This is an optimization exercise on Yosys and OpenROAD, whose aim is small area and a short achievable clock period, not a production implementation.
Only simulation tests tie the RTL to the original design; equivalence was not proved.
Power is estimated from default activity; no workload was simulated.

// data_memory_bytelane
module data_memory_bytelane #(
    parameter int XLEN        = 32,
    parameter int DEPTH_WORDS = 64,
    parameter int AW          = $clog2(DEPTH_WORDS)
) (
    input  logic            clk,
    input  logic            rst,
    input  logic            req_rd,
    input  logic            req_wr,
    input  logic [2:0]      funct3,
    input  logic [XLEN-1:0] addr,
    input  logic [XLEN-1:0] wdata,
    output logic            ready,
    output logic [XLEN-1:0] rdata,
    output logic            rvalid,
    output logic            fault
);
export LEC_CHECK = 0
export CAP_MARGIN = 20
export CORE_MARGIN = 2
export CORE_UTILIZATION = 62
export CTS_BUF_LIST = sky130_fd_sc_hd__clkbuf_16
export CTS_CLUSTER_DIAMETER = 60
export CTS_CLUSTER_SIZE = 30
export SETUP_SLACK_MARGIN = 3.1
export SLEW_MARGIN = 20
export SYNTH_HIERARCHICAL = 1
create_clock -name core_clock -period 5.5 [get_ports {clk}]
standard.sh (not shown) runs the stock make flow with config.mk's settings and CLKGATE_MAP_FILE= SYNTH_SCRIPT=/design/flow/synth_recipe.tcl, a recipe that flattens the netlist after the stock synthesis.
==> flow/flow/run.sh <==
#!/bin/bash
# Layout flow: the standard flow, with one extra step after placement
# that moves each output port's buffer next to the flip-flop driving it,
# so the flip-flop sees a short wire and the strong port buffer drives the
# long wire to the pin. Every tool's output goes to a log file here.
set -euo pipefail
cd "$(dirname "$0")/.."
bash standard.sh place > std_place.log 2>&1
R=orfs/results/${FLOW_PLATFORM}/data_memory_bytelane/base
export MOVE_DB_IN=$R/3_place.odb
export MOVE_DB_OUT=$R/3_place_moved.odb
OPENROAD=$(command -v openroad || echo ${FLOW_HOME}/../tools/install/OpenROAD/bin/openroad)
"$OPENROAD" -no_init -exit flow/move_out_bufs.tcl > move_out_bufs.log 2>&1
cp $R/3_place_moved.odb $R/3_place.odb
touch $R/3_place.odb
bash standard.sh finish > std_finish.log 2>&1
==> flow/flow/move_out_bufs.tcl <==
# Move each output port buffer next to the register that drives it, then
# legalize the placement.
read_db $::env(MOVE_DB_IN)
set block [ord::get_db_block]
set moved 0
foreach bt [$block getBTerms] {
  if {[$bt getIoType] ne "OUTPUT"} continue
  set net [$bt getNet]
  set buf ""
  foreach it [$net getITerms] {
    if {[$it isOutputSignal]} { set buf [$it getInst] }
  }
  if {$buf eq ""} continue
  set src ""
  foreach it [$buf getITerms] {
    if {[$it isInputSignal]} {
      set inet [$it getNet]
      foreach it2 [$inet getITerms] {
        if {[$it2 isOutputSignal]} { set src [$it2 getInst] }
      }
    }
  }
  if {$src eq ""} continue
  set loc [$src getLocation]
  $buf setLocation [lindex $loc 0] [lindex $loc 1]
  $buf setPlacementStatus PLACED
  puts "moved [$buf getName] next to [$src getName] at $loc"
  incr moved
}
puts "moved $moved buffers"
detailed_placement
check_placement -verbose
write_db $::env(MOVE_DB_OUT)
The baseline finished clean.
Edit:
- CTS_CLUSTER_DIAMETER: 60 -> 90
Clock power falls by a quarter to a third.
Via count is lower slightly.
Maximum frequency is about the same.
Synthesized area does not change.
Worst setup slack stays flat.

---

## run 1
Another version of the RTL of data_memory_bytelane (not shown whole).
Size: ~2,200 flip-flops, about 0.073 sq mm of cells after synthesis.
clock: 5.5 ns
lec_check: 0
cap_margin: 20
core_margin: 2
core_utilization: 62
cts_buf_list: sky130_fd_sc_hd__clkbuf_16
cts_cluster_diameter: 60
cts_cluster_size: 30
setup_slack_margin: 3.3
slew_margin: 20
synth_hierarchical: 1
run.sh (not shown) runs the stock make flow with config.mk's settings and CLKGATE_MAP_FILE= SYNTH_SCRIPT=/design/flow/synth_recipe.tcl, a recipe that flattens the netlist after the stock synthesis.
Stock flow here: none of the scripts above is used.
Edits applied to the flow inputs when going from run 1 to run 2:
Settings: CORE_UTILIZATION changed from 62 to 40; SETUP_SLACK_MARGIN changed from 3.3 to 3.0.
Notes after the runs:
- Run 2 completed; timing, DRC and antenna clean
- Relative to run 1, the number of signal-net buffers in the layout measured on run 2 has decreased by more than half.
- Comparing run 2 and run 1, layout net count is lower on run 2.
- Final design instance area without fill (run 2 vs. run 1) decreases by a few percent
- Run 2 vs run 1 — depth of the worst register-to-register path dropped 1.
- Area taken by multi-input logic gates of run 2 falls short of that of run 1 by a few percent.
- Run 2 vs run 1 — final period utilization rose 0.94 points.
Inputs modified between run 2 and run 3:
Settings: CTS_CLUSTER_DIAMETER now 90, was 60; CORE_UTILIZATION now 62, was 40.
Findings:
Endpoint arrival time on the critical path: run 3 higher than run 2
Taking run 2 as the reference, in run 3 power dissipated in the clock network fell by about 34%, routed wire length fell by about 1.1%.
As of run 3, leakage power figure had fallen by a few percent compared to run 2.
Measured against each other, run 2 and run 3 differ in power, the lower figure coming from run 3.
| number of setup buffers added after CTS | higher: run 3 |
Relative to run 2, sequential group share of total power increased by 9.6 points in run 3.
Initial core utilization is lower on run 2
Combinational power: run 3 higher than run 2
Diff run 2 and run 3: antenna diode count lower in run 2
In the reports for run 2 and run 3, the smaller met3 routed wirelength belongs to run 2.

---

job 3435:
The RTL this note starts from:
==> flow/design.v <==
`default_nettype none
module data_memory_bytelane #(
    parameter int XLEN        = 32,
    parameter int DEPTH_WORDS = 64,
    parameter int AW          = $clog2(DEPTH_WORDS)
) (
    input  logic            clk,
    input  logic            rst,
    input  logic            req_rd,
    input  logic            req_wr,
    input  logic [2:0]      funct3,
    input  logic [XLEN-1:0] addr,
    input  logic [XLEN-1:0] wdata,
    output logic            ready,
    output logic [XLEN-1:0] rdata,
    output logic            rvalid,
    output logic            fault
);
    localparam logic [AW-1:0] LAST_WORD = AW'(DEPTH_WORDS - 1);
    localparam int            HW        = AW / 2;           
    localparam int            NLO       = 1 << HW;
    localparam int            NHI       = 1 << (AW - HW);
    logic          r_ready;
    logic          r_clr;
    logic [AW-1:0] r_clr_cnt;
    logic          w_clr;
    logic          r_run;
    always_ff @(posedge clk or posedge rst) begin
        if (rst) begin
            r_ready   <= 1'b0;
            r_clr     <= 1'b1;
            r_clr_cnt <= '0;
        end else if (r_clr) begin
            r_clr_cnt <= r_clr_cnt + 1'b1;
            if (r_clr_cnt == LAST_WORD) begin
                r_ready <= 1'b1;
                r_clr   <= 1'b0;
            end
        end
    end
    assign ready = r_ready;
    assign w_clr = r_clr;
    assign r_run = !r_clr;
    logic r_par;
    always_ff @(posedge clk or posedge rst) begin
        if (rst) r_par <= 1'b0;
        else     r_par <= !r_par;
    end
    logic            w_accept;
    logic            w_bad;
    logic            w_fault;
    logic            w_load_ok;
    logic            w_store_ok;
    logic [1:0]      w_lane;
    logic [AW-1:0]   w_idx;
    logic [3:0]      w_be;
    logic [XLEN-1:0] w_wdata_rep;
    assign w_lane   = addr[1:0];
    assign w_idx    = addr[AW+1:2];
    assign w_accept = r_run && (req_rd || req_wr);
    always_comb begin
        w_bad = 1'b0;
        if (req_rd && req_wr) w_bad = 1'b1;
        if (req_rd && (funct3 == 3'b011 || funct3 == 3'b110 || funct3 == 3'b111)) w_bad = 1'b1;
        if (req_wr && (funct3[2] || funct3[1:0] == 2'b11)) w_bad = 1'b1;
        if (funct3[1:0] == 2'b01 && addr[0]) w_bad = 1'b1;
        if (funct3[1:0] == 2'b10 && addr[1:0] != 2'b00) w_bad = 1'b1;
        if (|addr[XLEN-1:AW+2]) w_bad = 1'b1;
    end
    assign w_fault    = w_accept && w_bad;
    assign w_load_ok  = w_accept && !w_bad && req_rd;
    assign w_store_ok = w_accept && !w_bad && req_wr;
    always_comb begin
        w_be        = 4'b0000;
        w_wdata_rep = wdata;
        case (funct3[1:0])
            2'b00: begin
                w_be[w_lane] = 1'b1;
                w_wdata_rep  = {4{wdata[7:0]}};
            end
            2'b01: begin
                w_be        = w_lane[1] ? 4'b1100 : 4'b0011;
                w_wdata_rep = {2{wdata[15:0]}};
            end
            default: begin
                w_be        = 4'b1111;
                w_wdata_rep = wdata;
            end
        endcase
        if (!w_store_ok) w_be = 4'b0000;
        if (w_clr)       w_be = 4'b1111;
    end
    logic [3:0] w_b0;
    logic       w_b1l1;
    logic       w_b1l3;
    logic       w_b23;
    logic [3:0] w_sg1;    
    logic [3:0] w_sg23;   
    always_comb begin
        w_b0   = 4'b0000;
        w_b1l1 = 1'b0;
        w_b1l3 = 1'b0;
        w_b23  = 1'b0;
        w_sg1  = 4'b0000;
        w_sg23 = 4'b0000;
        case (funct3[1:0])
            2'b00: begin
                w_b0[w_lane] = 1'b1;
                if (!funct3[2]) begin
                    w_sg1[w_lane]  = 1'b1;
                    w_sg23[w_lane] = 1'b1;
                end
            end
            2'b01: begin
                w_b0[{w_lane[1], 1'b0}] = 1'b1;
                w_b1l1 = !w_lane[1];
                w_b1l3 = w_lane[1];
                if (!funct3[2]) w_sg23[{w_lane[1], 1'b1}] = 1'b1;
            end
            default: begin
                w_b0[0] = 1'b1;
                w_b1l1  = 1'b1;
                w_b23   = 1'b1;
            end
        endcase
        if (!w_load_ok) begin
            w_b0   = 4'b0000;
            w_b1l1 = 1'b0;
            w_b1l3 = 1'b0;
            w_b23  = 1'b0;
            w_sg1  = 4'b0000;
            w_sg23 = 4'b0000;
        end
    end
    logic                   r_a_load;
    logic                   r_a_fault;
    logic [DEPTH_WORDS-1:0] r_a_row_n;    
    logic [3:0]             r_a_be_n;     
    logic [NLO-1:0]         r_b_lo;       
    logic [NHI-1:0]         r_b_hi;
    logic [XLEN-1:0]        r_a_col;
    logic [3:0]             r_a_b0;
    logic                   r_a_b1l1;
    logic                   r_a_b1l3;
    logic                   r_a_b23;
    logic [3:0]             r_a_sg1;
    logic [3:0]             r_a_sg23;
    always_ff @(posedge clk or posedge rst) begin
        if (rst) begin
            r_a_load  <= 1'b0;
            r_a_fault <= 1'b0;
        end else begin
            r_a_load  <= w_load_ok;
            r_a_fault <= w_fault;
        end
    end
    always_ff @(posedge clk) begin
        for (int i = 0; i < DEPTH_WORDS; i++) begin
            r_a_row_n[i] <= !(w_clr || w_idx == AW'(i));
        end
        for (int i = 0; i < NLO; i++) begin
            r_b_lo[i] <= w_clr || w_idx[HW-1:0] == HW'(i);
        end
        for (int i = 0; i < NHI; i++) begin
            r_b_hi[i] <= w_clr || w_idx[AW-1:HW] == (AW-HW)'(i);
        end
        r_a_be_n <= ~w_be;
        for (int b = 0; b < XLEN; b++) begin
            r_a_col[b] <= w_be[b/8] ? ((!w_clr && w_wdata_rep[b]) ^ !r_par) : 1'b1;
        end
        r_a_b0   <= w_b0;
        r_a_b1l1 <= w_b1l1;
        r_a_b1l3 <= w_b1l3;
        r_a_b23  <= w_b23;
        r_a_sg1  <= w_sg1;
        r_a_sg23 <= w_sg23;
    end
    logic [DEPTH_WORDS-1:0][XLEN-1:0] mem;
    for (genvar i = 0; i < DEPTH_WORDS; i++) begin : g_word
        logic [3:0] w_sel;
        logic       w_nsel;
        assign w_sel  = ~({4{r_a_row_n[i]}} | r_a_be_n);
        assign w_nsel = !(r_b_hi[i / NLO] && r_b_lo[i % NLO]);
        for (genvar b = 0; b < XLEN; b++) begin : g_bit
            always_ff @(posedge clk) begin
                mem[i][b] <= !((mem[i][b] | w_sel[b/8]) & (w_nsel | r_a_col[b]));
            end
        end
    end
    logic [XLEN-1:0] w_raw;
    logic [XLEN-1:0] w_word;
    for (genvar b = 0; b < XLEN; b++) begin : g_rd
        logic [DEPTH_WORDS/2-1:0] w_l1;
        for (genvar p = 0; p < DEPTH_WORDS / 2; p++) begin : g_pair
            dm_rd_pair u_pair (
                .m0 (mem[2*p][b]),   .rn0(r_a_row_n[2*p]),
                .m1 (mem[2*p+1][b]), .rn1(r_a_row_n[2*p+1]),
                .y  (w_l1[p])
            );
        end
        dm_or32_n u_or (.a(w_l1), .y(w_raw[b]));
    end
    assign w_word = w_raw ^ {XLEN{r_par}};
    logic [XLEN-1:0] w_ext;
    logic            w_fill1;
    logic            w_fill23;
    always_comb begin
        w_fill1  = 1'b0;
        w_fill23 = 1'b0;
        for (int k = 0; k < 4; k++) begin
            w_fill1  = w_fill1  | (r_a_sg1[k]  & w_word[8*k+7]);
            w_fill23 = w_fill23 | (r_a_sg23[k] & w_word[8*k+7]);
        end
        w_ext[7:0] = '0;
        for (int k = 0; k < 4; k++) begin
            w_ext[7:0] = w_ext[7:0] | ({8{r_a_b0[k]}} & w_word[8*k +: 8]);
        end
        w_ext[15:8]  = ({8{r_a_b1l1}} & w_word[15:8]) | ({8{r_a_b1l3}} & w_word[31:24])
                     | {8{w_fill1}};
        w_ext[23:16] = ({8{r_a_b23}} & w_word[23:16]) | {8{w_fill23}};
        w_ext[31:24] = ({8{r_a_b23}} & w_word[31:24]) | {8{w_fill23}};
    end
    always_ff @(posedge clk or posedge rst) begin
        if (rst) begin
            rdata  <= '0;
            rvalid <= 1'b0;
            fault  <= 1'b0;
        end else begin
            rvalid <= r_a_load;
            fault  <= r_a_fault;
            if (r_a_load || r_a_fault) begin
                rdata <= w_ext;
            end
        end
    end
endmodule
`default_nettype wire
`default_nettype none
module dm_rd_pair (
    input  logic m0,
    input  logic rn0,
    input  logic m1,
    input  logic rn1,
    output logic y
);
    assign y = !((m0 | rn0) & (m1 | rn1));
endmodule
module dm_nor2 (
    input  logic a,
    input  logic b,
    output logic y
);
    assign y = !(a | b);
endmodule
module dm_nand2 (
    input  logic a,
    input  logic b,
    output logic y
);
    assign y = !(a & b);
endmodule
module dm_or32_n (
    input  logic [31:0] a,
    output logic        y
);
    logic [15:0] l1;
    logic [7:0]  l2;
    logic [3:0]  l3;
    logic [1:0]  l4;
    for (genvar i = 0; i < 16; i++) begin : g_l1
        dm_nor2 u (.a(a[2*i]), .b(a[2*i+1]), .y(l1[i]));
    end
    for (genvar i = 0; i < 8; i++) begin : g_l2
        dm_nand2 u (.a(l1[2*i]), .b(l1[2*i+1]), .y(l2[i]));
    end
    for (genvar i = 0; i < 4; i++) begin : g_l3
        dm_nor2 u (.a(l2[2*i]), .b(l2[2*i+1]), .y(l3[i]));
    end
    for (genvar i = 0; i < 2; i++) begin : g_l4
        dm_nand2 u (.a(l3[2*i]), .b(l3[2*i+1]), .y(l4[i]));
    end
    dm_nor2 u_l5 (.a(l4[0]), .b(l4[1]), .y(y));
endmodule
`default_nettype wire
Settings: LEC_CHECK=0, CAP_MARGIN=20, CORE_MARGIN=2, CORE_UTILIZATION=40, SETUP_SLACK_MARGIN=3.0, SLEW_MARGIN=20, SYNTH_HIERARCHICAL=1; clock period 5.5 ns.
Job 3435 was carried through to the last stage, and its layout satisfied the timing, design-rule and antenna checks.
> inputs changed (job 3435 -> job 6807)
# job 3435
export LEC_CHECK = 0
export CAP_MARGIN = 20
export CORE_MARGIN = 2
export CORE_UTILIZATION = 40
export SETUP_SLACK_MARGIN = 3.0
export SLEW_MARGIN = 20
export SYNTH_HIERARCHICAL = 1
create_clock -name core_clock -period 5.5 [get_ports {clk}]
# job 6807
export LEC_CHECK = 0
export CAP_MARGIN = 20
export CORE_MARGIN = 2
export CORE_UTILIZATION = 40
export CTS_BUF_LIST = sky130_fd_sc_hd__clkbuf_16
export CTS_CLUSTER_DIAMETER = 60
export CTS_CLUSTER_SIZE = 22
export SETUP_SLACK_MARGIN = 3.0
export SLEW_MARGIN = 20
export SYNTH_HIERARCHICAL = 1
create_clock -name core_clock -period 5.5 [get_ports {clk}]
Notes after the runs:
- Job 6807 against job 3435: detailed-routing iteration count for the pre-antenna-repair pass higher; total design power lower; final cell count lower.
## Diff of input files: job 9043 against job 6807
# job 6807
export LEC_CHECK = 0
export CAP_MARGIN = 20
export CORE_MARGIN = 2
export CORE_UTILIZATION = 40
export CTS_BUF_LIST = sky130_fd_sc_hd__clkbuf_16
export CTS_CLUSTER_DIAMETER = 60
export CTS_CLUSTER_SIZE = 22
export SETUP_SLACK_MARGIN = 3.0
export SLEW_MARGIN = 20
export SYNTH_HIERARCHICAL = 1
create_clock -name core_clock -period 5.5 [get_ports {clk}]
# job 9043
export LEC_CHECK = 0
export CAP_MARGIN = 20
export CORE_MARGIN = 2
export CORE_UTILIZATION = 55
export SETUP_SLACK_MARGIN = 3.0
export SLEW_MARGIN = 20
export SYNTH_HIERARCHICAL = 1
create_clock -name core_clock -period 5.5 [get_ports {clk}]
==> results.txt <==
Taking job 6807 as the reference, in job 9043 die span in y fell about 15%, path length in cells of the critical path decreased 10, leakage power of the design saw an increase.

-- static timing again, ports no longer ideal --
How much do the figures lean on ideal ports? The routed layouts below were timed once more, with nothing changed but the port constraints.
Step 1: set_driving_cell puts a clkbuf_16 on clk and a buf_2 on each other input, an assumption about the parent block.
Step 2 also shifts input and output timing later by t, the mid clock arrival at the registers, as if the neighbouring blocks saw the same clock.
Three values: ideal, step 1, step 2; two values: the first two.
run	t (ns)	slack for setup (ns)	hold WS [ns]	clock arrival spread, ns
the first run of note 1	0.843	3.063 / 2.983 / 2.270	0.434 / 0.434 / 0.434	0.038 / 0.037
the second run of note 1	0.799	3.062 / 2.986 / 2.331	0.439 / 0.439 / 0.439	0.036 / 0.037
run 1	0.889	2.925 / 2.840 / 2.277	0.436 / 0.436 / 0.436	0.045 / 0.045
run 2	0.905	2.874 / 2.785 / 2.156	0.436 / 0.436 / 0.436	0.062 / 0.062
run 3	0.790	2.987 / 2.912 / 2.190	0.440 / 0.440 / 0.440	0.043 / 0.043
job 3435	0.931	2.864 / 2.781 / 2.190	0.434 / 0.434 / 0.434	0.055 / 0.055
job 6807	0.903	2.887 / 2.816 / 2.201	0.436 / 0.436 / 0.436	0.047 / 0.047
job 9043	0.909	2.884 / 2.801 / 2.140	0.432 / 0.432 / 0.432	0.031 / 0.031
After both steps setup and hold are still met in every run listed. The setup slack of run 3, which loses most, moves by -0.075 ns with the drivers and by -0.797 ns with both steps.
